This design comes from an exercise in tuning for small area, a short achievable clock period and few clock cycles per item on the open sky130 flow, not from production work.
RTL that was checked went through simulation tests only; none was proved equivalent to the original.
For run 1, only the layout was checked, not whether the RTL still works.
No activity file was given, so power comes from the tool's default toggle rates.

==> flow/design.v (outline; a module is shown in full before it is edited, if it fits) <==
// module isqrt_seq: 23 lines
// module sq_tree: 1457 lines
// module range_gen_2d: 225 lines
module range_gen_2d (
  input  logic         clk,
  input  logic         reset,
  input  logic         start,
  input  logic [W-1:0] x_tag,
  input  logic [W-1:0] y_tag,
  input  logic [W-1:0] x0,
  input  logic [W-1:0] x1,
  input  logic [W-1:0] x2,
  input  logic [W-1:0] x3,
  input  logic [W-1:0] y0,
  input  logic [W-1:0] y1,
  input  logic [W-1:0] y2,
  input  logic [W-1:0] y3,
  output logic         busy,
  output logic         done,
  output logic [W-1:0] r0,
  output logic [W-1:0] r1,
  output logic [W-1:0] r2,
  output logic [W-1:0] r3,
  output logic [3:0]   ovf
);
  // ...
==> flow/flow/run.sh <==
#!/bin/bash
# The standard layout (standard.sh) with changes to how it is made only:
#  - the port buffers that buffer_ports inserts are plain buf_2 cells.
# Constraints, period and every other setting are the standard flow's own. make's full
# output goes to standard.log here; ORFS's per-step logs stay under orfs/logs.
set -euo pipefail
bash standard.sh SETUP_SLACK_MARGIN=9.5 TNS_END_PERCENT=0 \
  "BUFFER_PORTS_ARGS=-buffer_cell sky130_fd_sc_hd__buf_2" \
  finish > standard.log 2>&1
==> flow/standard.sh <==
#!/bin/bash
# synth_recipe.tcl (not shown) runs the flow's synth.tcl, then flattens the netlist and writes it again
# the make line also repeats each setting of config.mk as NAME=value (left out here)
make -C /OpenROAD-flow-scripts/flow DESIGN_CONFIG=/design/flow/config.mk WORK_HOME=/design/flow/orfs CLKGATE_MAP_FILE= SYNTH_SCRIPT=/design/flow/synth_recipe.tcl "${@:-finish}"
==> flow/config.mk <==
export PLATFORM = sky130hd
export DESIGN_NAME = range_gen_2d
export DESIGN_NICKNAME = range_gen_2d
export VERILOG_FILES = /design/flow/design.v
export SDC_FILE = /design/flow/constraint.sdc
export NUM_CORES = 4
export LEC_CHECK = 0
export CAP_MARGIN = 20
export CORE_MARGIN = 2
export CORE_UTILIZATION = 40
export SLEW_MARGIN = 20
==> flow/constraint.sdc <==
create_clock -name core_clock -period 13.0 [get_ports {clk}]
set_input_delay 2.6000 -clock core_clock [delete_from_list [all_inputs] [get_ports {clk}]]
set_output_delay 2.6000 -clock core_clock [all_outputs]
set_load 0.01 [all_outputs]
==> flow_metrics.tcl, run 1 <==
set metrics [dict create \
    post_drt_wl_per_cell_um 19.9 \
    tritoncts "done" \
    yosys.area.top_type "edfxtp_1" \
    min_path_type "reg -> reg" \
    synth-seq-cells 495 \
    track_usage_pct 23.1 \
    die_h_um 302 \
    power_leader "combinational logic" \
    multi_input_cells 2854 \
    crit_family "compound AO/OA/AOI/OAI gates" \
    drc 0 \
    max_stage_delay_ns 0.39 \
    endpoint_kind "flip-flop" \
    area_dominant_class "multi-input gates" \
    required_ns 13.39 \
    cp_slowest_cell "a221o_2" \
    fin_area_sq_um 40400 \
    clkLatencyLatePin_ns 0.67 \
    crit_start "ra_q[2]$_DFF_P_" \
    crit_end "root_q[34]$_DFFE_PP_" \
    core_area_sq_um 88200 \
    fmax_mhz 250 \
    dr_wl_met2_um 48600 \
    use_met1_pct 31.0 \
    drt_iter0_drc 2488 \
    hold_path_end "root_q[8]$_SDFFE_PP0N_" \
    synth_nets 4566 \
    path_buf_inv 2 \
    combinationalPowerShare_pct 42.0 \
    dp_cells 5214 \
    skew_ns 0.0404 \
    p_sw_share_pct 38.3 \
    period_needed_ns 3.99 \
    path_class "reg -> reg" \
    finalSetupViolations 0 \
    clk_share_pct 4.89 \
    yosys_warnings 2 \
    p_int_uw 4520 \
    buffers 289 \
    status "finished clean" \
    cts_max_path_buffers 3 \
    rsz0062_at_grt "yes" \
    path_max_fanout 6 \
]
==> module range_gen_2d, before the edit <==
module range_gen_2d (
  input  logic         clk,
  input  logic         reset,
  input  logic         start,
  input  logic [W-1:0] x_tag,
  input  logic [W-1:0] y_tag,
  input  logic [W-1:0] x0,
  input  logic [W-1:0] x1,
  input  logic [W-1:0] x2,
  input  logic [W-1:0] x3,
  input  logic [W-1:0] y0,
  input  logic [W-1:0] y1,
  input  logic [W-1:0] y2,
  input  logic [W-1:0] y3,
  output logic         busy,
  output logic         done,
  output logic [W-1:0] r0,
  output logic [W-1:0] r1,
  output logic [W-1:0] r2,
  output logic [W-1:0] r3,
  output logic [3:0]   ovf
);
  localparam int NIT = ROOT_W - 3;    
  logic         idle_q;             
  logic         busy_q, done_q, fin_q;
  logic [2:0]   c_q;                
  logic [3:0]   sel_q;              
  logic [3:0]   ld_q;               
  logic [3:0][3:0] n_q;             
  logic         busy_d, fin_d;
  logic [2:0]   c_d;
  logic [3:0][3:0] n_d;
  logic [W-1:0] tx_q, ty_q;
  logic [3:0][2*W-1:0] a_q;         
  logic [W-1:0] dx_q, dy_q;
  logic [SQ_W-1:0] ra_q, rb_q;
  logic [1:0]   z_q;                
  logic [3:0][REM_W-1:0]  rem_q;
  logic [3:0][ROOT_W-1:0] root_q;
  logic [3:0][W-1:0] r_q;
  logic [3:0]   ovf_q;
  logic [3:0][2*W-1:0] a_in;
  logic [2*W-1:0] a_sel;
  logic [W:0]   dxp, dxn, dyp, dyn;
  logic [W-1:0] dx, dy;
  logic [SQ_W-1:0] ra, rb, sq;
  logic [1:0]   z;
  logic [2:0][3:0] pre_rem;
  logic [2:0][2:0] pre_root;
  logic [3:0]   rem0;
  logic [2:0]   root0;
  logic [2*W-1:0] rad0;
  logic [3:0]   act;
  logic         last3;
  logic [3:0][REM_W-1:0]  rem_n;
  logic [3:0][ROOT_W-1:0] root_n;
  assign a_in[0] = {x0, y0};
  assign a_in[1] = {x1, y1};
  assign a_in[2] = {x2, y2};
  assign a_in[3] = {x3, y3};
  always_comb begin
    a_sel = '0;
    for (int i = 0; i < 4; i++) begin
      a_sel = a_sel | (a_q[i] & {(2*W){sel_q[i]}});
    end
    dxp = {1'b0, tx_q} - {1'b0, a_sel[2*W-1:W]};
    dxn = {1'b0, a_sel[2*W-1:W]} - {1'b0, tx_q};
    dyp = {1'b0, ty_q} - {1'b0, a_sel[W-1:0]};
    dyn = {1'b0, a_sel[W-1:0]} - {1'b0, ty_q};
    dx  = dxp[W] ? dxn[W-1:0] : dxp[W-1:0];
    dy  = dyp[W] ? dyn[W-1:0] : dyp[W-1:0];
  end
  sq_tree u_sq (
    .x  (dx_q),
    .y  (dy_q),
    .ra (ra),
    .rb (rb)
  );
  always_comb begin
    if (|{dx_q[W-1:W-2], dy_q[W-1:W-2]}) begin
      z = 2'd0;
    end else if (|{dx_q[W-3:W-4], dy_q[W-3:W-4]}) begin
      z = 2'd1;
    end else begin
      z = 2'd2;
    end
  end
  assign sq = ra_q + rb_q;
  genvar k;
  generate
    for (k = 0; k < 3; k++) begin : g_pre
      logic [REM_W-1:0]  rem1, rem2;
      logic [ROOT_W-1:0] root1, root2;
      isqrt_seq u_step1 (
        .rem    ('0),
        .root   ({{(ROOT_W-1){1'b0}}, sq[SQ_W-1-4*k]}),
        .pair   (sq[31-4*k:30-4*k]),
        .rem_n  (rem1),
        .root_n (root1)
      );
      isqrt_seq u_step2 (
        .rem    ({{(REM_W-2){1'b0}}, rem1[1:0]}),
        .root   ({{(ROOT_W-2){1'b0}}, root1[1:0]}),
        .pair   (sq[29-4*k:28-4*k]),
        .rem_n  (rem2),
        .root_n (root2)
      );
      assign pre_rem[k]  = rem2[3:0];
      assign pre_root[k] = root2[2:0];
    end
  endgenerate
  always_comb begin
    unique case (z_q)
      2'd1:    begin rem0 = pre_rem[1]; root0 = pre_root[1]; rad0 = {sq[2*W-9:0], 8'd0}; end
      2'd2:    begin rem0 = pre_rem[2]; root0 = pre_root[2]; rad0 = {sq[2*W-13:0], 12'd0}; end
      default: begin rem0 = pre_rem[0]; root0 = pre_root[0]; rad0 = {sq[2*W-5:0], 4'd0}; end
    endcase
  end
  assign last3 = (n_q[3] == 4'd1);
  generate
    for (k = 0; k < 4; k++) begin : g_eng
      assign act[k]  = |n_q[k];
      isqrt_seq u_step (
        .rem    (rem_q[k]),
        .root   (root_q[k]),
        .pair   (a_q[k][2*W-1 -: 2]),
        .rem_n  (rem_n[k]),
        .root_n (root_n[k])
      );
    end
  endgenerate
  always_ff @(posedge clk) begin
    if (idle_q) begin
      tx_q <= x_tag;
      ty_q <= y_tag;
    end
    dx_q <= dx;
    dy_q <= dy;
    ra_q <= ra;
    rb_q <= rb;
    z_q  <= z;
    for (int i = 0; i < 4; i++) begin
      if (idle_q) begin
        a_q[i] <= a_in[i];
      end else if (ld_q[i]) begin
        a_q[i] <= rad0;
      end else if (act[i]) begin
        a_q[i] <= {a_q[i][2*W-3:0], 2'b00};
      end
      if (ld_q[i]) begin
        rem_q[i]  <= {{(REM_W-4){1'b0}}, rem0};
        root_q[i] <= {{(ROOT_W-3){1'b0}}, root0};
      end else if (act[i]) begin
        rem_q[i]  <= rem_n[i];
        root_q[i] <= root_n[i];
      end
    end
  end
  always_comb begin
    busy_d = !idle_q;
    c_d    = (c_q == 3'd7) ? c_q : c_q + 3'd1;
    if (idle_q) begin
      busy_d = start;
      c_d    = '0;
    end else if (fin_q) begin
      busy_d = 1'b0;
    end
    fin_d = busy_d && !fin_q && (c_d >= 3'd6);
    for (int i = 0; i < 4; i++) begin
      if (ld_q[i]) begin
        n_d[i] = 4'(NIT) - {1'b0, z_q, 1'b0};
      end else if (act[i]) begin
        n_d[i] = n_q[i] - 4'd1;
      end else begin
        n_d[i] = n_q[i];
      end
      if (n_d[i] > ((i == 3) ? 4'd1 : 4'd0)) fin_d = 1'b0;
    end
  end
  always_ff @(posedge clk or negedge reset) begin
    if (!reset) begin
      idle_q <= 1'b1;
      busy_q <= 1'b0;
      done_q <= 1'b0;
      fin_q  <= 1'b0;
      c_q    <= '0;
      sel_q  <= '0;
      ld_q   <= '0;
      n_q    <= '0;
      r_q    <= '0;
      ovf_q  <= '0;
    end else begin
      idle_q <= !busy_d;
      busy_q <= busy_d;
      c_q    <= c_d;
      done_q <= fin_q;
      fin_q  <= fin_d;
      sel_q  <= idle_q ? 4'b0001 : {sel_q[2:0], 1'b0};
      for (int i = 0; i < 4; i++) begin
        ld_q[i] <= busy_d && (c_d == 3'(i + 2));
      end
      n_q    <= n_d;
      if (fin_q) begin
        for (int i = 0; i < 3; i++) begin
          r_q[i]   <= root_q[i][ROOT_W-1] ? SAT_MAX : root_q[i][W-1:0];
          ovf_q[i] <= root_q[i][ROOT_W-1];
        end
        if (last3) begin
          r_q[3]   <= root_n[3][ROOT_W-1] ? SAT_MAX : root_n[3][W-1:0];
          ovf_q[3] <= root_n[3][ROOT_W-1];
        end else begin
          r_q[3]   <= root_q[3][ROOT_W-1] ? SAT_MAX : root_q[3][W-1:0];
          ovf_q[3] <= root_q[3][ROOT_W-1];
        end
      end
    end
  end
  assign busy = busy_q;
  assign done = done_q;
  assign r0   = r_q[0];
  assign r1   = r_q[1];
  assign r2   = r_q[2];
  assign r3   = r_q[3];
  assign ovf  = ovf_q;
endmodule
==> inputs of run 2 (changes only) <==
--- a/flow/design.v
+++ b/flow/design.v
@@ -1487,4 +1487,37 @@
   assign rb[32] = 1'b0;
 endmodule
+module absdiff (
+  input  logic [15:0] t,
+  input  logic [15:0] a,
+  output logic [15:0] d
+);
+  logic [4:0][15:0] gl, pl;    
+  logic [15:0] g, p, c, s;
+  logic        cout;
+  assign g = t & ~a;
+  assign p = ~(t ^ a);
+  assign gl[0] = g;
+  assign pl[0] = p;
+  genvar l, i;
+  generate
+    for (l = 0; l < 4; l++) begin : g_lvl
+      for (i = 0; i < 16; i++) begin : g_bit
+        if (((i >> l) & 1) == 1) begin : g_join
+          localparam int J = ((i >> l) << l) - 1;
+          assign gl[l+1][i] = gl[l][i] | (pl[l][i] & gl[l][J]);
+          assign pl[l+1][i] = pl[l][i] & pl[l][J];
+        end else begin : g_pass
+          assign gl[l+1][i] = gl[l][i];
+          assign pl[l+1][i] = pl[l][i];
+        end
+      end
+    end
+  endgenerate
+  assign cout = gl[4][15];
+  assign c[0] = cout;
+  assign c[15:1] = gl[4][14:0] | (pl[4][14:0] & {15{cout}});
+  assign s = p ^ c;
+  assign d = s ^ {16{~cout}};
+endmodule
 import range_gen_pkg::*;
 module range_gen_2d (
@@ -1531,5 +1564,4 @@
   logic [3:0][2*W-1:0] a_in;
   logic [2*W-1:0] a_sel;
-  logic [W:0]   dxp, dxn, dyp, dyn;
   logic [W-1:0] dx, dy;
   logic [SQ_W-1:0] ra, rb, sq;
@@ -1553,11 +1585,7 @@
       a_sel = a_sel | (a_q[i] & {(2*W){sel_q[i]}});
     end
-    dxp = {1'b0, tx_q} - {1'b0, a_sel[2*W-1:W]};
-    dxn = {1'b0, a_sel[2*W-1:W]} - {1'b0, tx_q};
-    dyp = {1'b0, ty_q} - {1'b0, a_sel[W-1:0]};
-    dyn = {1'b0, a_sel[W-1:0]} - {1'b0, ty_q};
-    dx  = dxp[W] ? dxn[W-1:0] : dxp[W-1:0];
-    dy  = dyp[W] ? dyn[W-1:0] : dyp[W-1:0];
   end
+  absdiff u_adx (.t(tx_q), .a(a_sel[2*W-1:W]), .d(dx));
+  absdiff u_ady (.t(ty_q), .a(a_sel[W-1:0]),   .d(dy));
   sq_tree u_sq (
     .x  (dx_q),
==> run 2 against run 1 <==
Net effect: critical path depth increased by 4; synthesized cell count decreased by 6.7%; sequential share of layout area increased by 1.0 points; register-to-register slack got worse by 0.11 ns; sequential power about the same; via count decreased by 6.4%; die area decreased by 4.2%; worst setup slack got worse by 0.11 ns; non-clock buffer count increased by 15; clock skew decreased by 0.0021 ns; wire length decreased by 6.5%; power increased by 1.6%; critical endpoint is now rem_q[20]$_DFFE_PP_.
==> flow_metrics.tcl, run 2 <==
set metrics [dict create \
    max_stage_delay_ns 0.37 \
    grt_max_degree 116 \
    fmax_mhz 244 \
    finalSetupViolations 0 \
    skew_ns 0.0383 \
    post_drt_wl_per_cell_um 19.6 \
    synth.most_common_cell "nand2_1" \
    viasPerCell 5.38 \
    regMostFlops "a_q" \
    grt_pass1_wl_um 153000 \
    cts_hold_buf 0 \
    synthArstFlopShare_pct 20.0 \
    cts.sinks 495 \
    period_needed_ns 4.11 \
    cpMostUsedCell "a21oi_2" \
    worstPathCellList "ha_2 > fa_2 > a211oi_4 > o21ai_4 > a22oi_2 > buf_6 > a21oi_2 > o2111ai_4 > nand2_2 > xor2_4 > inv_4 > a21boi_2 > ha_4 > o311a_4 > o21ba_4 > a221o_1 > o22ai_2 > mux2i_2 > buf_4 > a21oi_2" \
    drt_iter0_drc 1963 \
    synth-seq-cells 495 \
    path_buf_inv 3 \
    initial_core_util_pct 40.2 \
    clkLatencyLatePin_ns 0.65 \
    die_h_um 296 \
    p_leak_uw 0.0168 \
    cts_buffers 58 \
    gp_congestion 0.872 \
    yosysTopAreaCellShare_pct 16.6 \
    drive_gt1_share_pct 13.6 \
    postSynthAreaPerCell_sq_um 9.13 \
    cp.arrival_ns 4.58 \
    h-tree-depth 2 \
    numPortBuffers 232 \
    largest_register_ffs 128 \
    reg_top3 "a_q x128, rem_q x72, root_q x68" \
    synth_cell_types 82 \
    yosys_warnings 2 \
    hold_viol 0 \
    antenna_found_initial 2 \
    period_share_pct 31.6 \
    yosys.area.top_type "edfxtp_1" \
    vdd_drop_max_mv 0.122 \
    tritoncts "done" \
    die_width_um 296 \
    netlist_area_sq_um 34100 \
    vias 27400 \
    cp-start-kind "flip-flop" \
    io_pins 233 \
    fin_nets 4432 \
    layout_commonest_cell "nand2_1" \
    tightest_slew_ns 1.23 \
    postRouteAntennaNets 0 \
    grt_pass1_vias 26500 \
    power_density_nw_per_um2 191 \
    rsz0062_at_grt "yes" \
    ys_top_cells_by_area "edfxtp_1 17%, dfxtp_1 12%, fa_1 11%, dfrtp_1 7.2%, ha_1 6.5%" \
    fin_area_sq_um 39000 \
    netlist_instances 3732 \
    detail_route.first_pass.iterations 7 \
    crit_family "compound AO/OA/AOI/OAI gates" \
    overflow 0 \
    track_usage_pct 22.4 \
    core_area_sq_um 84700 \
    synth_nets 4266 \
    slew_headroom_pct 17.3 \
    path_clk_slew_ns 0.06 \
    layout.cells.most_common_list "498 x nand2_1, 360 x inv_1, 235 x nor2_1" \
    dieArea_sq_um 87500 \
    placementRows 107 \
    seq_area_frac_synth_pct 36.1 \
    cap_violations 0 \
    cts_max_path_buffers 3 \
    path_class "reg -> reg" \
    area_growth_syn_to_layout_pct 14.4 \
    placed_area_sq_um 36300 \
    synth_edf_count 188 \
    tns_ns 0 \
    hpwl_um 74500 \
    drt_wl_total_um 99700 \
    drv_slew 0 \
    synthTopCellsByCount "500 x nand2_1, 363 x inv_1, 237 x nor2_1" \
    status "finished clean" \
    required_ns 13.47 \
    clockRootBuffer "clkbuf_16" \
    endpoint_kind "flip-flop" \
    path_max_fanout 5 \
    cp_slowest_cell "fa_2" \
    min_path_type "reg -> reg" \
    ys.flop_type "dfxtp_1" \
    drc 0 \
]
-- run 2: area by class of cell --
| type | count | area (sq um) |
|---|---|---|
| antenna | 1 | 2.50 |
| clock buffer | 73 | 1620 |
| clock inverter | 36 | 395 |
| fill | 8248 | 45800 |
| inverter | 367 | 1380 |
| multi-input combinational | 2672 | 20100 |
| sequential | 495 | 12300 |
| tap | 1144 | 1430 |
| timing repair buffer | 304 | 1710 |
-- run 2: timing repair --
action,in CTS,in global routing
pin swaps,20,21
setup buffers,25,12
endpoints found under the setup margin,223,256
gates resized for setup,48,50
hold endpoints to repair,0,0
-- run 2: path summary, 6_finish.rpt --
kind / start / to / slack (ns) / cells after the start
max: ra_q[2]$_DFF_P_ / rem_q[20]$_DFFE_PP_ / 8.89 / 20
min: root_q[29]$_SDFFE_PP0N_ / root_q[29]$_SDFFE_PP0N_ / 0.46 / 2
max reg2reg: ra_q[2]$_DFF_P_ / rem_q[20]$_DFFE_PP_ / 8.89 / 20
min reg2reg: root_q[29]$_SDFFE_PP0N_ / root_q[29]$_SDFFE_PP0N_ / 0.46 / 2
max in group asynchronous: reset / fin_q$_DFF_PN0_ / 9.67 / 2
min in group asynchronous: reset / r_q[37]$_DFFE_PN0P_ / 1.92 / 1
-- run 2: per-stage QoR --
stage               util, %  setup WS [ns]  hold slack, ns  power, uW  std cells
floorplan                 -           9.20           0.386       4940       3732
global placement       42.8           8.44           0.453       5660       4945
detailed placement     42.8           8.31           0.456       5700       4945
CTS                    45.6           8.93           0.465       7450       5079
global route           46.0           8.76           0.482       8000       5091
finish                 46.0           8.89           0.462       7440       5092
-- run 2: power breakdown --
| group | switching [uW] | internal [uW] |
|---|---|---|
| Clock | 708 | 1010 |
| Combinational | 1780 | 1390 |
| Sequential | 358 | 2200 |
-- run 2: metal layers --
layer | track usage (%) | wire (um)
met3 | 2.90 | 5320
met4 | 5.45 | 2420
met5 | 0 | 0
met2 | 37.7 | 47800
met1 | 30.5 | 44100
-- run 2: cells by family (layout without fill, tap and decap cells) --
family	Yosys count	in the layout	share of synthesized area [%]
xor gates and xnor gates	148	148	3.81
muxes	127	127	3.76
and+or+nand+nor	1170	1170	15.8
buffers and inverters	565	780	6.28
other	0	1	0
AOI/OAI and AO/OA	856	856	16.4
DFF	495	495	36.1
adders and majority gates	371	371	17.9
-- run 2: tightest hold or removal path: stages (launching register included) --
cell     delay, ns
dfxtp_1       0.32
nand2_1       0.05
a21oi_1       0.05
Testbench counts of run 2, summed over its fixed seeds: cycles 9,777, items 512.
==> inputs of run 3 (changes only) <==
==> flow/flow/run.sh (replaced) <==
#!/bin/bash
# The standard layout (standard.sh) with changes to how it is made only:
#  - the port buffers that buffer_ports inserts are plain buf_2 cells;
#  - clock tree synthesis builds the tree from clkbuf_4/clkbuf_8 cells and
#    adds no dummy loads (ORFS's own CTS arguments otherwise).
# Constraints, period and every other setting are the standard flow's own. make's full
# output goes to standard.log here; ORFS's per-step logs stay under orfs/logs.
set -euo pipefail
bash standard.sh SETUP_SLACK_MARGIN=9.5 TNS_END_PERCENT=0 \
  "BUFFER_PORTS_ARGS=-buffer_cell sky130_fd_sc_hd__buf_2" \
  "CTS_ARGS=-sink_clustering_enable -repair_clock_nets -dont_use_dummy_load -buf_list {sky130_fd_sc_hd__clkbuf_4 sky130_fd_sc_hd__clkbuf_8}" \
  finish > standard.log 2>&1
--- a/flow/config.mk
+++ b/flow/config.mk
@@ -8,4 +8,5 @@
 export CAP_MARGIN = 20
 export CORE_MARGIN = 2
-export CORE_UTILIZATION = 40
+export CORE_UTILIZATION = 55
+export PLACE_DENSITY = 0.65
 export SLEW_MARGIN = 20
==> run 3 against run 2 <==
Net effect: utilization grew 15 points; sequential power is essentially flat; final cell count shrank 7.4%; combinational power grew 3%; count of clock-buffer cells in the layout grew 13; power shrank 6.2%.
==> flow_metrics.tcl, run 3 <==
set metrics [dict create \
    antenna_found_initial 4 \
    path_max_fanout 23 \
    status "finished clean" \
    cts_max_path_buffers 3 \
    cts_hold_buf 0 \
    required_ns 13.49 \
    dp_cells 4594 \
    gp_congestion 0.910 \
    nFillCells 5373 \
    vias 27900 \
    crit_family "compound AO/OA/AOI/OAI gates" \
    fin_area_sq_um 37700 \
    placed_area_sq_um 35800 \
    synth_nets 4266 \
    m1WireLength_um 40600 \
    synth-seq-cells 495 \
    post_drt_wl_per_cell_um 20.9 \
    h-tree-depth 3 \
    drt_wl_total_um 98500 \
    largest_register_ffs 128 \
    synth.most_common_cell "nand2_1" \
    grt_pass1_wl_um 152000 \
    vdd_drop_max_mv 0.126 \
    netlist_area_sq_um 34100 \
    reg_top3 "a_q x128, rem_q x72, root_q x68" \
    dr_wl_met2_um 47300 \
    whs_ns 0.467 \
    final_cell_count_no_fill 4716 \
    fin_nets 4460 \
    path_class "reg -> reg" \
    postSynthAreaPerCell_sq_um 9.13 \
    fmax_mhz 243 \
    yosysTopAreaCellShare_pct 16.6 \
    period_share_pct 31.6 \
    ys_top_cells_by_area "edfxtp_1 17%, dfxtp_1 12%, fa_1 11%, dfrtp_1 7.2%, ha_1 6.5%" \
    hpwl_um 71800 \
    finalSetupViolations 0 \
    track_usage_pct 30.5 \
    postRouteAntennaNets 0 \
    hold_viol 0 \
    cts_buffers 86 \
    layout_commonest_cell "nand2_1" \
    drt_iter0_drc 2217 \
    synth_cell_types 82 \
    area_growth_syn_to_layout_pct 10.6 \
    clkLatencyLatePin_ns 0.68 \
    dieArea_sq_um 63900 \
    tns_ns 0 \
    seq_area_frac_synth_pct 36.1 \
    grt_max_degree 113 \
    yosys_warnings 2 \
    p_leak_uw 0.0164 \
    core_area_sq_um 61500 \
    cts.sinks 495 \
    post-route-util_pct 61.3 \
    endpoint_kind "flip-flop" \
    path_buf_inv 1 \
    detail_route.first_pass.iterations 6 \
    ys.flop_type "dfxtp_1" \
    power_density_nw_per_um2 185 \
    slew_headroom_pct 23.0 \
    grt_pass1_vias 27800 \
    synthArstFlopShare_pct 20.0 \
    io_pins 233 \
    numPortBuffers 232 \
    cp_slowest_cell "dfrtp_2" \
    path_clk_slew_ns 0.05 \
    cp.arrival_ns 4.60 \
    skew_ns 0.0631 \
    initial_core_util_pct 55.4 \
    die_width_um 253 \
    tightest_slew_ns 1.16 \
    layout.cells.most_common_list "499 x nand2_1, 361 x inv_1, 235 x nor2_1" \
    max_stage_delay_ns 0.51 \
    highest_layer "met5" \
    cap_violations 0 \
    yosys.area.top_type "edfxtp_1" \
    netlist_instances 3732 \
    drv_slew 0 \
    drc 0 \
    placementRows 91 \
    clockRootBuffer "clkbuf_8" \
    tritoncts "done" \
    viasPerCell 5.92 \
    overflow 0 \
    die_h_um 253 \
    cp-start-kind "flip-flop" \
    drive_gt1_share_pct 12.9 \
    synth_edf_count 188 \
    synthTopCellsByCount "500 x nand2_1, 363 x inv_1, 237 x nor2_1" \
    min_path_type "reg -> reg" \
    period_needed_ns 4.11 \
    regMostFlops "a_q" \
    wl_met3_um 6060 \
    worstPathCellList "buf_6 > a22o_1 > a221oi_1 > ha_1 > a21oi_1 > o21bai_1 > a21oi_1 > o21ai_1 > a221oi_2 > o21bai_1 > a41oi_2 > o21ai_2 > a41oi_1 > a31oi_1 > o32ai_4" \
    rsz0062_at_grt "yes" \
]
==> run 3: changes by cell type in the layout (fill, tap and decap cells not counted), moves of 5 or more <==
cell / change
bufinv_16: -6
clkbuf_1: -6
clkbuf_16: -60
clkbuf_8: +79
clkinv_2: -13
ha_1: +6
ha_2: -5
==> run 3: layer usage <==
layer,GRT usage [%],vias up
li1,-,13100
met1,38.9,13600
met2,51.2,973
met3,4.66,237
met4,14.0,2
met5,0,-
==> run 3: final timing paths <==
kind | start | to | slack (ns) | cells past startpoint
max in group asynchronous | reset | r_q[11]$_DFFE_PN0P_ | 9.97 | 2
max | sel_q[1]$_DFF_PN0_ | dx_q[15]$_DFF_P_ | 8.89 | 15
max reg2reg | sel_q[1]$_DFF_PN0_ | dx_q[15]$_DFF_P_ | 8.89 | 15
min reg2reg | root_q[20]$_SDFFE_PP0N_ | root_q[20]$_SDFFE_PP0N_ | 0.47 | 2
min in group asynchronous | reset | r_q[41]$_DFFE_PN0P_ | 2.02 | 1
min | root_q[20]$_SDFFE_PP0N_ | root_q[20]$_SDFFE_PP0N_ | 0.47 | 2
==> run 3: worst reg2reg max path, cell delays in order (launching register included) <==
cell and delay, ns:
dfrtp_2 0.51, buf_6 0.23, a22o_1 0.23, a221oi_1 0.34
ha_1 0.35, a21oi_1 0.23, o21bai_1 0.11, a21oi_1 0.20
o21ai_1 0.17, a221oi_2 0.35, o21bai_1 0.18, a41oi_2 0.30
o21ai_2 0.15, a41oi_1 0.25, a31oi_1 0.10, o32ai_4 0.24
==> run 3: logic make-up (layout without fill, tap and decap cells) <==
| kind of cell | Yosys count | count (layout) | share of synthesized area, % |
|---|---|---|---|
| compound gates | 856 | 856 | 16.4 |
| xor+xnor | 148 | 148 | 3.81 |
| fa+ha+maj | 371 | 371 | 17.9 |
| buf+inv | 565 | 757 | 6.28 |
| flops | 495 | 495 | 36.1 |
| mux | 127 | 127 | 3.76 |
| other cells | 0 | 2 | 0 |
| simple gates | 1170 | 1170 | 15.8 |
==> run 3: timing repair <==
item | 4_1_cts | 5_1_grt
pin swaps | 20 | 21
hold endpoints to repair | 0 | 0
buffers inserted | 22 | 10
resized for setup | 53 | 33
endpoints found under the setup margin | 192 | 288
==> run 3: metrics by stage <==
stage,setup slack [ns],power (uW)
2_1_floorplan,9.20,4940
3_3_place_gp,8.26,5620
3_5_place_dp,8.22,5740
4_1_cts,8.86,6960
5_1_grt,8.74,7510
6_report,8.89,6980
==> run 3: cell type report <==
cell class / count / area (sq um) / share of cell area (%)
Clock buffer: 86 / 1180 / 3.14
Timing Repair Buffer: 304 / 1740 / 4.61
Tap cell: 790 / 988 / 2.62
Multi-Input combinational cell: 2672 / 20100 / 53.3
Sequential cell: 495 / 12300 / 32.7
Inverter: 367 / 1380 / 3.66
Antenna cell: 2 / 5.00 / 0.0133
==> run 3: power by group <==
group          internal (uW)  leakage [uW]  switching (uW)
combinational           1400        0.0108            1860
sequential              2200       0.00505             351
clock                    580      0.000618             592
==> inputs of run 4 (changes only) <==
--- a/flow/config.mk
+++ b/flow/config.mk
@@ -8,5 +8,4 @@
 export CAP_MARGIN = 20
 export CORE_MARGIN = 2
-export CORE_UTILIZATION = 55
-export PLACE_DENSITY = 0.65
+export CORE_UTILIZATION = 40
 export SLEW_MARGIN = 20
==> run 4 against run 3 <==
Net effect: register-to-register slack better by 0.06 ns; synthesized cell count is the same; via count is 1.9% lower; global-route usage shrank 7.9 points; critical path type unchanged; wire length rose by 1.4%; combinational power shrank 3%; largest power group unchanged; first-iteration DRC count down 14%; cell area up 1.4%; worst hold slack worse by 0.037 ns.
==> flow_metrics.tcl, run 4 <==
set metrics [dict create \
    postRouteAntennaNets 0 \
    vias 27400 \
    tritoncts "done" \
    tns_ns 0 \
    drt_wl_total_um 99800 \
    initial_core_util_pct 40.2 \
    antenna_found_initial 5 \
    viasPerCell 5.40 \
    reg2reg_slack_ns 8.95 \
    hpwl_um 74500 \
    reg_top3 "a_q x128, rem_q x72, root_q x68" \
    netlist_instances 3732 \
    grt_pass1_wl_um 154000 \
    h-tree-depth 3 \
    path_clk_slew_ns 0.06 \
    rsz0062_at_grt "yes" \
    synth_edf_count 188 \
    reg2reg_from "ra_q[2]$_DFF_P_" \
    status "finished clean" \
    synthArstFlopShare_pct 20.0 \
    dp_slack_ns 8.31 \
    track_usage_pct 22.6 \
    grt_pass1_vias 26700 \
    post_drt_wl_per_cell_um 19.7 \
    period_share_pct 31.2 \
    drt_iter0_drc 1914 \
    gp_congestion 0.872 \
    detail_route.first_pass.iterations 5 \
    fmax_mhz 247 \
    synth.most_common_cell "nand2_1" \
    reg2reg_depth 20 \
    p_total_uw 6930 \
    postSynthAreaPerCell_sq_um 9.13 \
    cts.sinks 495 \
    hold_viol 0 \
    drv_slew 0 \
    p_leak_uw 0.0165 \
    ys_top_cells_by_area "edfxtp_1 17%, dfxtp_1 12%, fa_1 11%, dfrtp_1 7.2%, ha_1 6.5%" \
    cts_hold_buf 0 \
    path_max_fanout 4 \
    regMostFlops "a_q" \
    path_class "reg -> reg" \
    hold_path_end "root_q[5]$_SDFFE_PP0N_" \
    power_density_nw_per_um2 182 \
    layout_commonest_cell "nand2_1" \
    finalSetupViolations 0 \
    ys.flop_type "dfxtp_1" \
    cp-start-kind "flip-flop" \
    synth-seq-cells 495 \
    crit_start "ra_q[2]$_DFF_P_" \
    largest_register_ffs 128 \
    core_area_sq_um 84700 \
    fin_nets 4460 \
    die_h_um 296 \
    synth_cell_types 82 \
    endpoint_kind "flip-flop" \
    die_width_um 296 \
    min_path_type "reg -> reg" \
    area_growth_syn_to_layout_pct 12.1 \
    layout.cells.most_common_list "497 x nand2_1, 362 x inv_1, 235 x nor2_1" \
    grt_max_degree 116 \
    yosysTopAreaCellShare_pct 16.6 \
    timing.rr.end "rem_q[20]$_DFFE_PP_" \
    vdd_drop_max_mv 0.0950 \
    io_pins 233 \
    clockRootBuffer "clkbuf_8" \
    required_ns 13.48 \
    overflow 0 \
    dieArea_sq_um 87500 \
    cts_max_path_buffers 3 \
    skew_ns 0.122 \
    worstHoldStart "root_q[4]$_SDFFE_PP0N_" \
    synth_nets 4266 \
    cap_violations 0 \
    tightest_slew_ns 1.17 \
    yosys.area.top_type "edfxtp_1" \
    yosys_warnings 2 \
    slew_headroom_pct 21.0 \
    synthTopCellsByCount "500 x nand2_1, 363 x inv_1, 237 x nor2_1" \
    drc 0 \
    numPortBuffers 232 \
    setup_ws_ns 8.95 \
    seq_area_frac_synth_pct 36.1 \
    nFillCells 8301 \
    cts_buffers 91 \
    drive_gt1_share_pct 13.2 \
    placementRows 107 \
    cp.arrival_ns 4.54 \
    clkLatencyLatePin_ns 0.73 \
    netlist_area_sq_um 34100 \
    worstHoldPathCells 2 \
    period_needed_ns 4.05 \
]
[run 4: cell types whose count changed in the layout (fill, tap and decap cells not counted), moves of 2 or more]
| cell | previous run | this run |
|---|---|---|
| buf_6 | 3 | 1 |
| clkbuf_8 | 86 | 91 |
| dfxtp_2 | 14 | 11 |
| dfxtp_4 | 0 | 3 |
| diode_2 | 2 | 4 |
| ha_1 | 169 | 166 |
| ha_4 | 3 | 5 |
| nand2_1 | 499 | 497 |
| nand2_2 | 1 | 3 |
| nor4_1 | 8 | 6 |
| nor4_2 | 1 | 3 |
| o32ai_2 | 0 | 2 |
[run 4: critical path, cell delays in order (launching register included)]
cell,delay [ns]
dfxtp_2,0.32
ha_4,0.16
fa_2,0.36
a211oi_4,0.29
o21ai_4,0.11
a22oi_2,0.15
buf_6,0.15
a21oi_4,0.06
o2111ai_4,0.21
nand2_2,0.11
xor2_4,0.17
inv_2,0.10
a21boi_2,0.06
ha_1,0.30
o311a_4,0.15
o21ba_4,0.24
a221o_1,0.33
o22ai_2,0.20
mux2i_2,0.10
buf_4,0.19
a21oi_2,0.11
[run 4: worst max path at each step]
stage          slack, ns  cells after the start             endpoint
2_1_floorplan       9.20                     18  rem_q[20]$_DFFE_PP_
3_3_place_gp        8.44                     15      dx_q[7]$_DFF_P_
3_5_place_dp        8.31                     15      dx_q[7]$_DFF_P_
4_1_cts             8.95                     20  rem_q[20]$_DFFE_PP_
5_1_grt             8.77                     17  rem_q[38]$_DFFE_PP_
6_report            8.95                     20  rem_q[20]$_DFFE_PP_
[run 4: cell families after synthesis]
logic type                 Yosys count  synth area share (%)
and+or+nand+nor                   1170                  15.8
adders and majority gates          371                  17.9
buffers and inverters              565                  6.28
DFF                                495                  36.1
xor gates and xnor gates           148                  3.81
muxes                              127                  3.76
AOI/OAI and AO/OA                  856                  16.4
[run 4: repair_timing]
action                                  CTS  global route
setup buffers                            30             2
pin swaps                                29            10
gates resized for setup                  68            26
endpoints found under the setup margin  219           252
[run 4: report_power, final]
group	leakage (uW)	switching, uW	internal, uW	total [uW]
registers	0.00505	357	2200	2560
clock network	0.000654	612	611	1220
logic	0.0108	1770	1380	3160
[run 4: final cells by class]
type | count | area [sq um] | area share, %
clock buffers | 91 | 1250 | 3.28
diodes | 4 | 10.0 | 0.0262
repair buffers | 299 | 1670 | 4.37
inverters | 367 | 1380 | 3.61
flip-flops and latches | 495 | 12300 | 32.3
well taps | 1144 | 1430 | 3.75
multi-input cells | 2672 | 20100 | 52.7
[run 4: metrics by stage]
| step | util (%) | hold WS [ns] | instance area [sq um] | cells |
|---|---|---|---|---|
| floorplan | - | 0.386 | 34200 | 3732 |
| global placement | 42.8 | 0.453 | 36300 | 4945 |
| detailed placement | 42.8 | 0.456 | 36300 | 4945 |
| CTS | 44.9 | 0.425 | 38100 | 5066 |
| global route | 45.1 | 0.433 | 38200 | 5071 |
| finish | 45.1 | 0.430 | 38200 | 5072 |
[run 4: layer usage]
| metal | share of wire, % | up-vias | GRT usage (%) | wire (um) |
|---|---|---|---|---|
| met5 | 0.013 | - | 0 | 13 |
| met2 | 48 | 782 | 37.8 | 47600 |
| met4 | 2.3 | 2 | 5.91 | 2260 |
| li1 | - | 13200 | - | - |
| met1 | 44 | 13300 | 30.6 | 44100 |
| met3 | 5.8 | 144 | 3.21 | 5790 |
==> inputs of run 5 (changes only) <==
--- a/flow/flow/run.sh
+++ b/flow/flow/run.sh
@@ -7,5 +7,5 @@
 # output goes to standard.log here; ORFS's per-step logs stay under orfs/logs.
 set -euo pipefail
-bash standard.sh SETUP_SLACK_MARGIN=9.5 TNS_END_PERCENT=0 \
+bash standard.sh SETUP_SLACK_MARGIN=9.5 TNS_END_PERCENT=10 \
   "BUFFER_PORTS_ARGS=-buffer_cell sky130_fd_sc_hd__buf_2" \
   "CTS_ARGS=-sink_clustering_enable -repair_clock_nets -dont_use_dummy_load -buf_list {sky130_fd_sc_hd__clkbuf_4 sky130_fd_sc_hd__clkbuf_8}" \
==> run 5 against run 4 <==
Net effect: synthesized cell count unchanged; power grew 1.6%; wire length up 4.1%; flip-flop and latch count stayed put; largest power group unchanged.
==> flow_metrics.tcl, run 5 <==
set metrics [dict create \
    path_max_fanout 5 \
    synth.most_common_cell "nand2_1" \
    antenna_found_initial 4 \
    largest_register_ffs 128 \
    placementRows 107 \
    layout.cells.most_common_list "486 x nand2_1, 338 x inv_1, 235 x nor2_1" \
    grt_max_degree 108 \
    area_growth_syn_to_layout_pct 16.7 \
    post_drt_wl_per_cell_um 20.2 \
    max_stage_delay_ns 0.38 \
    cts_buffers 91 \
    netlist_area_sq_um 34100 \
    cts.sinks 495 \
    drc 0 \
    grt_pass1_wl_um 156000 \
    dieArea_sq_um 87500 \
    whs_ns 0.431 \
    core_area_sq_um 84700 \
    viasPerCell 5.43 \
    numPortBuffers 232 \
    path_class "reg -> reg" \
    yosys.area.top_type "edfxtp_1" \
    vias 28000 \
    cts_max_path_buffers 3 \
    synth-seq-cells 495 \
    reg_top3 "a_q x128, rem_q x72, root_q x68" \
    tightest_slew_ns 1.09 \
    nFillCells 8107 \
    status "finished clean" \
    clockRootBuffer "clkbuf_8" \
    path_buf_inv 2 \
    crit_end "rem_q[20]$_DFFE_PP_" \
    synthTopCellsByCount "500 x nand2_1, 363 x inv_1, 237 x nor2_1" \
    worstSetupPathDepth 18 \
    timing.rr.end "rem_q[20]$_DFFE_PP_" \
    grt_pass1_vias 27400 \
    finalSetupViolations 0 \
    required_ns 13.36 \
    drt_iter0_drc 1909 \
    cp_slowest_cell "a221oi_4" \
    yosysTopAreaCellShare_pct 16.6 \
    regMostFlops "a_q" \
    period_needed_ns 4.04 \
    clkLatencyLatePin_ns 0.74 \
    crit_start "ra_q[2]$_DFF_P_" \
    cp.arrival_ns 4.40 \
    rsz0062_at_grt "yes" \
    h-tree-depth 3 \
    min_path_type "reg -> reg" \
    yosys_warnings 2 \
    drv_slew 0 \
    ys.flop_type "dfxtp_1" \
    vdd_drop_max_mv 0.118 \
    path_clk_slew_ns 0.05 \
    initial_core_util_pct 40.2 \
    slew_headroom_pct 26.3 \
    seq_area_frac_synth_pct 36.1 \
    netlist_instances 3732 \
    synth_edf_count 188 \
    gp_congestion 0.901 \
    postRouteAntennaNets 0 \
    track_usage_pct 23.0 \
    hpwl_um 73700 \
    drt_wl_total_um 104000 \
    cap_violations 0 \
    postSynthAreaPerCell_sq_um 9.13 \
    skew_ns 0.139 \
    layout_commonest_cell "nand2_1" \
    p_leak_uw 0.0170 \
    endpoint_kind "flip-flop" \
    synth_cell_types 82 \
    worstPathCellList "ha_4 > fa_2 > a211oi_4 > o21ai_2 > a22oi_2 > buf_6 > buf_6 > a21boi_4 > nor3_4 > nor2_4 > o21a_1 > ha_4 > nor2b_4 > a221oi_4 > nor3b_4 > o22ai_2 > mux2i_4 > a21oi_2" \
    cp-start-kind "flip-flop" \
    drive_gt1_share_pct 18.3 \
    synth_nets 4266 \
    fin_nets 4541 \
    reg2reg_slack_ns 8.96 \
    fmax_mhz 248 \
    ys_top_cells_by_area "edfxtp_1 17%, dfxtp_1 12%, fa_1 11%, dfrtp_1 7.2%, ha_1 6.5%" \
    overflow 0 \
    synthArstFlopShare_pct 20.0 \
    die_h_um 296 \
    reg2reg_from "ra_q[2]$_DFF_P_" \
    period_share_pct 31.0 \
    tns_ns 0 \
    tritoncts "done" \
    io_pins 233 \
    crit_family "compound AO/OA/AOI/OAI gates" \
    die_width_um 296 \
    hold_viol 0 \
    detail_route.first_pass.iterations 5 \
    power_density_nw_per_um2 177 \
    reg2reg_depth 18 \
]
[run 5: cell counts after synthesis]
Identical to the previous run, type by type.
[run 5: timing repair]
action	CTS	global route
cloned	1	3
hold buffers	0	0
setup buffers	54	50
setup endpoints to repair	225	297
resized for setup	138	171
pin swaps	60	78
endpoints found under the hold margin	0	0
[run 5: worst min-delay path, stage by stage, from the launching register on]
cell and delay, ns:
dfxtp_1 0.32, nand2_1 0.05, a21oi_1 0.06
[run 5: area by class of cell]
class	instances	area [sq um]	area share, %
multi-input cells	2672	20800	52.2
well taps	1144	1430	3.60
diodes	1	2.50	0.00629
repair buffers	380	2550	6.41
inverters	367	1380	3.46
flip-flops and latches	495	12400	31.1
clock buffers	91	1250	3.15
[run 5: logic make-up after synthesis]
group	share of synthesized area [%]
and+or+nand+nor	15.8
DFF	36.1
AOI/OAI and AO/OA	16.4
xor gates and xnor gates	3.81
buffers and inverters	6.28
adders and majority gates	17.9
muxes	3.76
[run 5: worst min-delay path by stage]
stage	from	endpoint	slack [ns]	depth (start not counted)
2_1_floorplan	dy_q[1]$_DFF_P_	rb_q[2]$_DFF_P_	0.39	0
3_3_place_gp	root_q[28]$_SDFFE_PP0N_	root_q[28]$_SDFFE_PP0N_	0.45	2
3_5_place_dp	root_q[26]$_SDFFE_PP0N_	root_q[26]$_SDFFE_PP0N_	0.46	2
5_1_grt	root_q[28]$_SDFFE_PP0N_	root_q[29]$_SDFFE_PP0N_	0.45	2
4_1_cts	rem_q[61]$_SDFFE_PP0N_	rem_q[63]$_SDFFE_PP0N_	0.42	2
6_report	root_q[38]$_SDFFE_PP0N_	root_q[39]$_SDFFE_PP0N_	0.43	2
[run 5: through the flow]
step	utilization, %	area [sq um]	setup slack (ns)	total power (uW)	cells
final	46.9	39800	8.96	7040	5150
after global routing	46.9	39800	8.84	7600	5150
after CTS	45.7	38700	9.02	7020	5096
after detailed placement	42.9	36300	7.95	5740	4950
after global placement	42.9	36300	8.16	5700	4950
after floorplan	-	34200	9.20	4940	3732
[run 5: report_power, final]
group	internal (uW)	leakage [uW]	switching, uW
logic	1420	0.0113	1830
clock network	612	0.000654	605
registers	2200	0.00505	376
total	4230	0.0170	2810
[run 5: routing by layer]
layer / routed length [um] / track usage, % / up-vias / part of all wire, %
li1: - / - / 13300 / -
met4: 3180 / 7.24 / 2 / 3.1
met3: 6110 / 3.43 / 187 / 5.9
met1: 45600 / 30.7 / 13600 / 44
met2: 49000 / 38.5 / 840 / 47
met5: 13 / 0 / - / 0.013
==> inputs of run 6 (changes only) <==
==> flow/flow/run.sh (replaced) <==
#!/bin/bash
# The standard layout (standard.sh) with changes to how it is made only:
#  - the port buffers that buffer_ports inserts are plain buf_2 cells;
#  - clock tree synthesis builds the tree from clkbuf_4/clkbuf_8 cells, with
#    leaf clusters of up to 16 sinks, and adds no dummy loads (ORFS's own
#    CTS arguments otherwise).
# Constraints, period and every other setting are the standard flow's own. make's full
# output goes to standard.log here; ORFS's per-step logs stay under orfs/logs.
set -euo pipefail
bash standard.sh SETUP_SLACK_MARGIN=9.5 TNS_END_PERCENT=0 \
  "BUFFER_PORTS_ARGS=-buffer_cell sky130_fd_sc_hd__buf_2" \
  "CTS_ARGS=-sink_clustering_enable -repair_clock_nets -dont_use_dummy_load -sink_clustering_size 16 -sink_clustering_max_diameter 60 -buf_list {sky130_fd_sc_hd__clkbuf_4 sky130_fd_sc_hd__clkbuf_8}" \
  finish > standard.log 2>&1
==> run 6 against run 5 <==
Net effect: largest cell class unchanged; power is 6.0% lower; flip-flop and latch count stayed put; final cell count is 2.2% lower; global-route usage is 0.75 points lower; wire length is 4.7% lower; clock skew is 0.018 ns higher; register-to-register slack worse by 0.22 ns; via count is 2.9% lower; worst hold slack worse by 0.035 ns; non-clock buffer count is 79 lower; area after synthesis stayed put; critical path depth is 2 higher; critical endpoint is now rem_q[56]$_DFFE_PP_.
==> flow_metrics.tcl, run 6 <==
set metrics [dict create \
    netlist_instances 3732 \
    detail_route.first_pass.iterations 6 \
    grt_max_degree 116 \
    hold_viol 0 \
    tritoncts "done" \
    ys_top_cells_by_area "edfxtp_1 17%, dfxtp_1 12%, fa_1 11%, dfrtp_1 7.2%, ha_1 6.5%" \
    dp_slack_ns 8.31 \
    grt_pass1_vias 26200 \
    reg_top3 "a_q x128, rem_q x72, root_q x68" \
    yosysTopAreaCellShare_pct 16.6 \
    skew_ns 0.157 \
    viasPerCell 5.40 \
    cts.sinks 495 \
    initial_core_util_pct 40.2 \
    postRouteAntennaNets 0 \
    postSynthAreaPerCell_sq_um 9.13 \
    period_share_pct 32.7 \
    finalSetupViolations 0 \
    drt_iter0_drc 2001 \
    p_int_uw 3940 \
    synth.most_common_cell "nand2_1" \
    die_width_um 296 \
    antenna_found_initial 4 \
    cap_violations 0 \
    cp.arrival_ns 4.68 \
    dp_cells 4945 \
    area_growth_syn_to_layout_pct 10.2 \
    regMostFlops "a_q" \
    slew_headroom_pct 19.1 \
    synth-seq-cells 495 \
    synth_cell_types 82 \
    post_drt_wl_per_cell_um 19.7 \
    ys.flop_type "dfxtp_1" \
    p_sw_share_pct 40.5 \
    min_path_type "reg -> reg" \
    required_ns 13.43 \
    seq_area_frac_synth_pct 36.1 \
    cts_max_path_buffers 3 \
    layout_commonest_cell "nand2_1" \
    vias 27200 \
    drt_wl_total_um 99000 \
    placementRows 107 \
    track_usage_pct 22.3 \
    die_h_um 296 \
    drv_slew 0 \
    gp_congestion 0.872 \
    h-tree-depth 2 \
    tightest_slew_ns 1.20 \
    fin_nets 4425 \
    yosys.area.top_type "edfxtp_1" \
    tns_ns 0 \
    overflow 0 \
    power_frac_clock_pct 13.8 \
    drc 0 \
    clkLatencyLatePin_ns 0.75 \
    reg2reg_depth 20 \
    io_pins 233 \
    setup_ws_ns 8.75 \
    layout.cells.most_common_list "498 x nand2_1, 362 x inv_1, 236 x nor2_1" \
    power_density_nw_per_um2 176 \
    numPortBuffers 232 \
    core_area_sq_um 84700 \
    grt_pass1_wl_um 152000 \
    cts_hold_buf 0 \
    synth_edf_count 188 \
    p_leak_uw 0.0162 \
    fmax_mhz 235 \
    clockRootBuffer "clkbuf_8" \
    vdd_drop_max_mv 0.120 \
    netlist_area_sq_um 34100 \
    netSwitchingPower_uw 2680 \
    combinationalPowerShare_pct 47.6 \
    synthArstFlopShare_pct 20.0 \
    synth_nets 4266 \
    dieArea_sq_um 87500 \
    hpwl_um 74500 \
    largest_register_ffs 128 \
    endpoint_kind "flip-flop" \
    rsz0062_at_grt "yes" \
    yosys_warnings 2 \
    path_class "reg -> reg" \
    p_seq_share_pct 38.6 \
    period_needed_ns 4.25 \
    cp-start-kind "flip-flop" \
    cts_buffers 54 \
    final_cell_count_no_fill 5035 \
    drive_gt1_share_pct 11.7 \
    synthTopCellsByCount "500 x nand2_1, 363 x inv_1, 237 x nor2_1" \
    path_max_fanout 4 \
    worstHoldPathCells 2 \
    status "finished clean" \
    path_clk_slew_ns 0.10 \
]
[run 6: cell counts after synthesis]
Identical to the previous run, type by type.
[run 6: power groups by stage]
stage          Clock [uW]  Sequential [uW]  Combinational [uW]
3_3_place_gp            0             2570                3080
2_1_floorplan           0             2420                2530
3_5_place_dp            0             2580                3120
4_1_cts               944             2550                3150
6_report              915             2550                3150
5_1_grt               988             2610                3570
[run 6: worst max-delay path, cell delays in order (launching register included)]
cell       delay [ns]
dfxtp_2          0.34
ha_4             0.16
fa_2             0.36
a211oi_4         0.30
o21ai_4          0.12
a22oi_2          0.25
buf_4            0.19
a21oi_4          0.06
o2111ai_4        0.22
nand2_2          0.12
xor2_4           0.17
inv_2            0.10
a21boi_2         0.06
ha_1             0.30
o311a_1          0.15
o21ba_4          0.23
a311oi_2         0.27
o22ai_2          0.12
mux2i_2          0.19
buf_4            0.18
a21oi_2          0.05
[run 6: cell families (layout without fill, tap and decap cells)]
| family | Yosys count | after routing | synth area share (%) |
|---|---|---|---|
| buffers and inverters | 565 | 722 | 6.28 |
| DFF | 495 | 495 | 36.1 |
| adders and majority gates | 371 | 371 | 17.9 |
| muxes | 127 | 127 | 3.76 |
| xor gates and xnor gates | 148 | 148 | 3.81 |
| and+or+nand+nor | 1170 | 1170 | 15.8 |
| AOI/OAI and AO/OA | 856 | 856 | 16.4 |
| other | 0 | 2 | 0 |
[run 6: routing by layer]
layer	vias up	share of wire [%]	GRT usage, %	wire (um)
li1	13100	-	-	-
met1	13200	45	30.5	44100
met2	749	48	37.6	47600
met3	126	5.4	2.80	5330
met4	2	2.0	5.08	2000
met5	-	0.0091	0	9
[run 6: what timing repair did]
item / 4_1_cts / 5_1_grt
endpoints found under the setup margin: 228 / 267
resized for setup: 33 / 23
endpoints found under the hold margin: 0 / 0
setup buffers: 20 / 14
pin swaps: 17 / 17
[run 6: area by class of cell]
class,instances,area [sq um]
antenna,2,5.00
clock buffer,54,743
fill,8331,47200
inverter,367,1380
multi-input combinational,2672,20000
sequential,495,12300
tap,1144,1430
timing repair buffer,301,1680
[run 6: final timing paths]
kind | start | endpoint | slack (ns)
worst min register to register | root_q[21]$_SDFFE_PP0N_ | root_q[22]$_SDFFE_PP0N_ | 0.40
worst max register to register | ra_q[2]$_DFF_P_ | rem_q[56]$_DFFE_PP_ | 8.75
min in group asynchronous | reset | r_q[34]$_DFFE_PN0P_ | 1.85
worst min-delay path | root_q[21]$_SDFFE_PP0N_ | root_q[22]$_SDFFE_PP0N_ | 0.40
max in group asynchronous | reset | ld_q[1]$_DFF_PN0_ | 9.69
worst max-delay path | ra_q[2]$_DFF_P_ | rem_q[56]$_DFFE_PP_ | 8.75
[run 6: metrics by stage]
step / power, uW / area (sq um) / utilization, % / hold slack [ns]
after floorplan: 4940 / 34200 / - / 0.386
after global routing: 7170 / 37500 / 44.3 / 0.438
after CTS: 6640 / 37300 / 44.0 / 0.412
after detailed placement: 5700 / 36300 / 42.8 / 0.456
after global placement: 5660 / 36300 / 42.8 / 0.453
final: 6620 / 37500 / 44.3 / 0.396
==> inputs of run 7 (changes only) <==
--- a/flow/design.v
+++ b/flow/design.v
@@ -1558,4 +1558,7 @@
   logic [SQ_W-1:0] ra_q, rb_q;
   logic [1:0]   z_q;                
+  logic [3:0]   prem_q;             
+  logic [2:0]   proot_q;            
+  logic [3:0]   first_q;            
   logic [3:0][REM_W-1:0]  rem_q;
   logic [3:0][ROOT_W-1:0] root_q;
@@ -1576,4 +1579,6 @@
   logic [3:0][REM_W-1:0]  rem_n;
   logic [3:0][ROOT_W-1:0] root_n;
+  logic [3:0][REM_W-1:0]  rem_i;
+  logic [3:0][ROOT_W-1:0] root_i;
   assign a_in[0] = {x0, y0};
   assign a_in[1] = {x1, y1};
@@ -1638,7 +1643,9 @@
     for (k = 0; k < 4; k++) begin : g_eng
       assign act[k]  = |n_q[k];
+      assign rem_i[k]  = rem_q[k]  | {{(REM_W-4){1'b0}},  prem_q  & {4{first_q[k]}}};
+      assign root_i[k] = root_q[k] | {{(ROOT_W-3){1'b0}}, proot_q & {3{first_q[k]}}};
       isqrt_seq u_step (
-        .rem    (rem_q[k]),
-        .root   (root_q[k]),
+        .rem    (rem_i[k]),
+        .root   (root_i[k]),
         .pair   (a_q[k][2*W-1 -: 2]),
         .rem_n  (rem_n[k]),
@@ -1657,4 +1664,6 @@
     rb_q <= rb;
     z_q  <= z;
+    prem_q  <= rem0;
+    proot_q <= root0;
     for (int i = 0; i < 4; i++) begin
       if (idle_q) begin
@@ -1666,6 +1675,6 @@
       end
       if (ld_q[i]) begin
-        rem_q[i]  <= {{(REM_W-4){1'b0}}, rem0};
-        root_q[i] <= {{(ROOT_W-3){1'b0}}, root0};
+        rem_q[i]  <= '0;
+        root_q[i] <= '0;
       end else if (act[i]) begin
         rem_q[i]  <= rem_n[i];
@@ -1704,4 +1713,5 @@
       sel_q  <= '0;
       ld_q   <= '0;
+      first_q <= '0;
       n_q    <= '0;
       r_q    <= '0;
@@ -1718,4 +1728,5 @@
       end
       n_q    <= n_d;
+      first_q <= ld_q;
       if (fin_q) begin
         for (int i = 0; i < 3; i++) begin
==> flow/flow/run.sh (replaced) <==
#!/bin/bash
# The standard layout (standard.sh) with changes to how it is made only:
#  - the port buffers that buffer_ports inserts are plain buf_2 cells;
#  - clock tree synthesis builds the tree from clkbuf_4/clkbuf_8 cells and
#    adds no dummy loads (ORFS's own CTS arguments otherwise).
# Constraints, period and every other setting are the standard flow's own. make's full
# output goes to standard.log here; ORFS's per-step logs stay under orfs/logs.
set -euo pipefail
bash standard.sh SETUP_SLACK_MARGIN=10 TNS_END_PERCENT=0 \
  "BUFFER_PORTS_ARGS=-buffer_cell sky130_fd_sc_hd__buf_2" \
  "CTS_ARGS=-sink_clustering_enable -repair_clock_nets -dont_use_dummy_load -buf_list {sky130_fd_sc_hd__clkbuf_4 sky130_fd_sc_hd__clkbuf_8}" \
  finish > standard.log 2>&1
==> run 7 against run 6 <==
Net effect: critical path type unchanged; power decreased by 57%; worst setup slack improved by 0.28 ns; count of clock-buffer cells in the layout grew 35; first-iteration DRC count down 7.7%; area after synthesis rose by 0.34%; synthesized cell count is 0.48% lower; flip-flop and latch count up 11; clock power rose by 32%; via count rose by 0.41%; sequential power is 36% lower; clock skew fell by 0.053 ns; largest power group is now registers; highest routed layer unchanged; register-to-register slack improved by 0.28 ns.
==> flow_metrics.tcl, run 7 <==
set metrics [dict create \
    die_width_um 296 \
    postSynthAreaPerCell_sq_um 9.20 \
    power_density_nw_per_um2 75.6 \
    reg2reg_from "rb_q[2]$_DFF_P_" \
    cp_slowest_cell "fa_2" \
    area_growth_syn_to_layout_pct 11.2 \
    clockRootBuffer "clkbuf_8" \
    status "finished clean" \
    period_needed_ns 3.97 \
    p_seq_share_pct 56.7 \
    synth_cell_types 92 \
    synthTopCellsByCount "469 x nand2_1, 333 x inv_1, 271 x nor2_1" \
    cp-start-kind "flip-flop" \
    path_max_fanout 5 \
    period_share_pct 30.6 \
    drt_iter0_drc 1846 \
    tightest_slew_ns 1.24 \
    fin_nets 4432 \
    tritoncts "done" \
    detail_route.first_pass.iterations 5 \
    placementRows 107 \
    gp_congestion 0.873 \
    grt_pass1_wl_um 151000 \
    overflow 0 \
    die_h_um 296 \
    synth_nets 4249 \
    cp.arrival_ns 4.55 \
    core_area_sq_um 84900 \
    worstPathCellList "ha_2 > fa_2 > a211oi_2 > nor2_2 > a21o_1 > o31ai_4 > buf_6 > o31ai_4 > o41ai_4 > buf_4 > xnor2_4 > or2_4 > and2_4 > ha_4 > nand2b_4 > o21ai_4 > mux2_4 > a21oi_2" \
    antenna_found_initial 4 \
    yosysTopAreaCellShare_pct 14.2 \
    hpwl_um 72700 \
    vdd_drop_max_mv 0.0580 \
    netSwitchingPower_uw 627 \
    path_class "reg -> reg" \
    initial_core_util_pct 40.3 \
    yosys.area.top_type "dfxtp_1" \
    grt_pass1_vias 26400 \
    drive_gt1_share_pct 12.7 \
    grt_max_degree 198 \
    fmax_mhz 252 \
    layout.cells.most_common_list "468 x nand2_1, 333 x inv_1, 270 x nor2_1" \
    netlist_area_sq_um 34200 \
    synth.most_common_cell "nand2_1" \
    layout_commonest_cell "nand2_1" \
    drt_wl_total_um 99100 \
    skew_ns 0.104 \
    ys.flop_type "dfxtp_1" \
    power_frac_clock_pct 42.1 \
    p_int_uw 2240 \
    viasPerCell 5.41 \
    vias 27300 \
    drv_slew 0 \
    io_pins 233 \
    path_clk_slew_ns 0.06 \
    whs_ns 0.448 \
    track_usage_pct 22.3 \
    rsz0062_at_grt "yes" \
    dieArea_sq_um 87800 \
    h-tree-depth 3 \
    seq_area_frac_synth_pct 35.8 \
    regMostFlops "a_q" \
    finalSetupViolations 0 \
    max_stage_delay_ns 0.36 \
    combinationalPowerShare_pct 1.3 \
    cts_max_path_buffers 3 \
    worstHoldStart "rem_q[37]$_SDFFE_PP0N_" \
    endpoint_kind "flip-flop" \
    p_sw_share_pct 21.9 \
    drc 0 \
    reg_top3 "a_q x128, rem_q x72, root_q x68" \
    synthArstFlopShare_pct 20.4 \
    numPortBuffers 232 \
    crit_start "rb_q[2]$_DFF_P_" \
    cpMostUsedCell "o31ai_4" \
    synth-seq-cells 506 \
    netlist_instances 3714 \
    cap_violations 0 \
    min_path_type "reg -> reg" \
    ys_top_cells_by_area "dfxtp_1 14%, edfxtp_1 14%, fa_1 11%, dfrtp_1 7.5%, ha_1 6.5%" \
    cts.sinks 506 \
    postRouteAntennaNets 0 \
    largest_register_ffs 128 \
    slew_headroom_pct 16.7 \
    cts_hold_buf 0 \
    cts_buffers 89 \
    clkLatencyLatePin_ns 0.72 \
    required_ns 13.58 \
    post_drt_wl_per_cell_um 19.7 \
    hold_viol 0 \
    yosys_warnings 2 \
    synth_edf_count 160 \
    p_leak_uw 0.0166 \
    tns_ns 0 \
]
## run 7: cell types whose count changed after synthesis, sizes merged, moves of 13 or more
cell / previous run / this run
nor2: 237 / 272
nor3: 66 / 53
a31oi: 79 / 58
mux2i: 119 / 153
or3: 29 / 16
nand3: 50 / 29
edfxtp: 188 / 160
a21oi: 191 / 205
dfxtp: 208 / 243
inv: 363 / 334
a211oi: 64 / 96
nand2: 500 / 469
a21o: 32 / 47
## run 7: power by group through the flow
| stage | Sequential, uW | Clock, uW | Combinational, uW |
|---|---|---|---|
| final | 1630 | 1210 | 36.0 |
| after global routing | 1630 | 1300 | 39.4 |
| after CTS | 1630 | 1240 | 36.5 |
| after detailed placement | 1660 | 0 | 36.4 |
| after global placement | 1660 | 0 | 36.6 |
| after floorplan | 1660 | 0 | 0.0709 |
## run 7: cell type report
cell class	count	area, sq um
diodes	1	2.50
clock buffers	89	1220
fillers	8334	46900
inverters	336	1270
multi-input cells	2676	20200
flip-flops and latches	506	12300
well taps	1144	1430
repair buffers	288	1600
## run 7: worst max-delay path: cells and delay by family, from the launching register on
family	cells	cell delay [ns]
AOI/OAI and AO/OA	7	1.37
xor gates and xnor gates	1	0.10
adders and majority gates	3	0.84
buffers and inverters	2	0.35
DFF	1	0.30
muxes	1	0.33
and+or+nand+nor	4	0.57
## run 7: path summary, 6_finish.rpt
path,end,slack (ns),cells after the start
max reg2reg,prem_q[1]$_DFF_P_,9.03,18
min,rem_q[37]$_SDFFE_PP0N_,0.45,2
min reg2reg,rem_q[37]$_SDFFE_PP0N_,0.45,2
max in group asynchronous,fin_q$_DFF_PN0_,9.75,2
max,prem_q[1]$_DFF_P_,9.03,18
min in group asynchronous,r_q[47]$_DFFE_PN0P_,1.92,1
## run 7: what timing repair did
action                                  CTS  global route
gates resized for setup                  34            23
pin swaps                                13             9
endpoints found under the setup margin  354           369
endpoints found under the hold margin     0             0
buffers inserted                         10            12
## run 7: kinds of logic (layout without fill, tap and decap cells)
family / Yosys count / in the layout / synth area share (%)
and+or+nand+nor: 1136 / 1136 / 15.3
AOI/OAI and AO/OA: 857 / 857 / 16.5
buffers and inverters: 532 / 713 / 5.92
DFF: 506 / 506 / 35.8
adders and majority gates: 372 / 372 / 17.9
muxes: 159 / 159 / 4.68
xor gates and xnor gates: 152 / 152 / 3.94
other: 0 / 1 / 0
## run 7: metal layers
layer | part of all wire (%) | GRT usage, % | vias to the layer above
met5 | 0.027 | 0 | -
met4 | 3.5 | 8.25 | 4
met3 | 6.9 | 4.18 | 213
met2 | 46 | 35.5 | 856
met1 | 44 | 30.3 | 13200
li1 | - | - | 13000
## run 7: metrics by stage
stage | util [%] | worst slack (ns) | power [uW] | area (sq um) | cells
final | 44.8 | 9.03 | 2870 | 38000 | 5040
after detailed placement | 42.8 | 8.72 | 1700 | 36400 | 4927
after floorplan | - | 9.13 | 1660 | 34200 | 3714
after CTS | 44.5 | 9.03 | 2910 | 37800 | 5026
after global placement | 42.8 | 8.73 | 1700 | 36400 | 4927
after global routing | 44.8 | 8.88 | 2970 | 38000 | 5040
Testbench counts of run 7, summed over its fixed seeds: cycles 9,777, items 512.

-- static timing again, ports no longer ideal --
The results above use ideal ports. As a check the final layouts listed here were re-extracted and re-timed, cells and wires unchanged. Step 1 sets driving cells, clkbuf_16 on the clock port and buf_2 on the other inputs (assumed; they add their load-dependent delay and slew). Step 2 also shifts input and output timing later by t, the mid clock arrival at the registers, as if the neighbouring blocks saw the same clock. Three values: ideal ports, drivers, drivers and shift; two values: the first two.
| run | shift t [ns] | setup slack, ns | slew at the worst register clock pin (ns) | cell pins on the clock port's net |
|---|---|---|---|---|
| run 1 | 0.712 | 9.005 / 9.005 / 9.005 | 0.07 / 0.07 | 1 |
| run 2 | 0.703 | 8.895 / 8.895 / 8.895 | 0.07 / 0.07 | 1 |
| run 3 | 0.715 | 8.887 / 8.887 / 8.887 | 0.06 / 0.06 | 1 |
| run 4 | 0.740 | 8.945 / 8.945 / 8.945 | 0.06 / 0.06 | 1 |
| run 5 | 0.743 | 8.964 / 8.964 / 8.860 | 0.06 / 0.06 | 1 |
| run 6 | 0.734 | 8.747 / 8.747 / 8.747 | 0.11 / 0.11 | 1 |
| run 7 | 0.737 | 9.026 / 9.026 / 9.026 | 0.06 / 0.06 | 1 |
After both steps every run listed still meets setup and hold. The setup slack of run 5, which loses most, moves by 0.000 ns with the drivers and by -0.104 ns with both steps. Setup slack includes reset recovery checks.
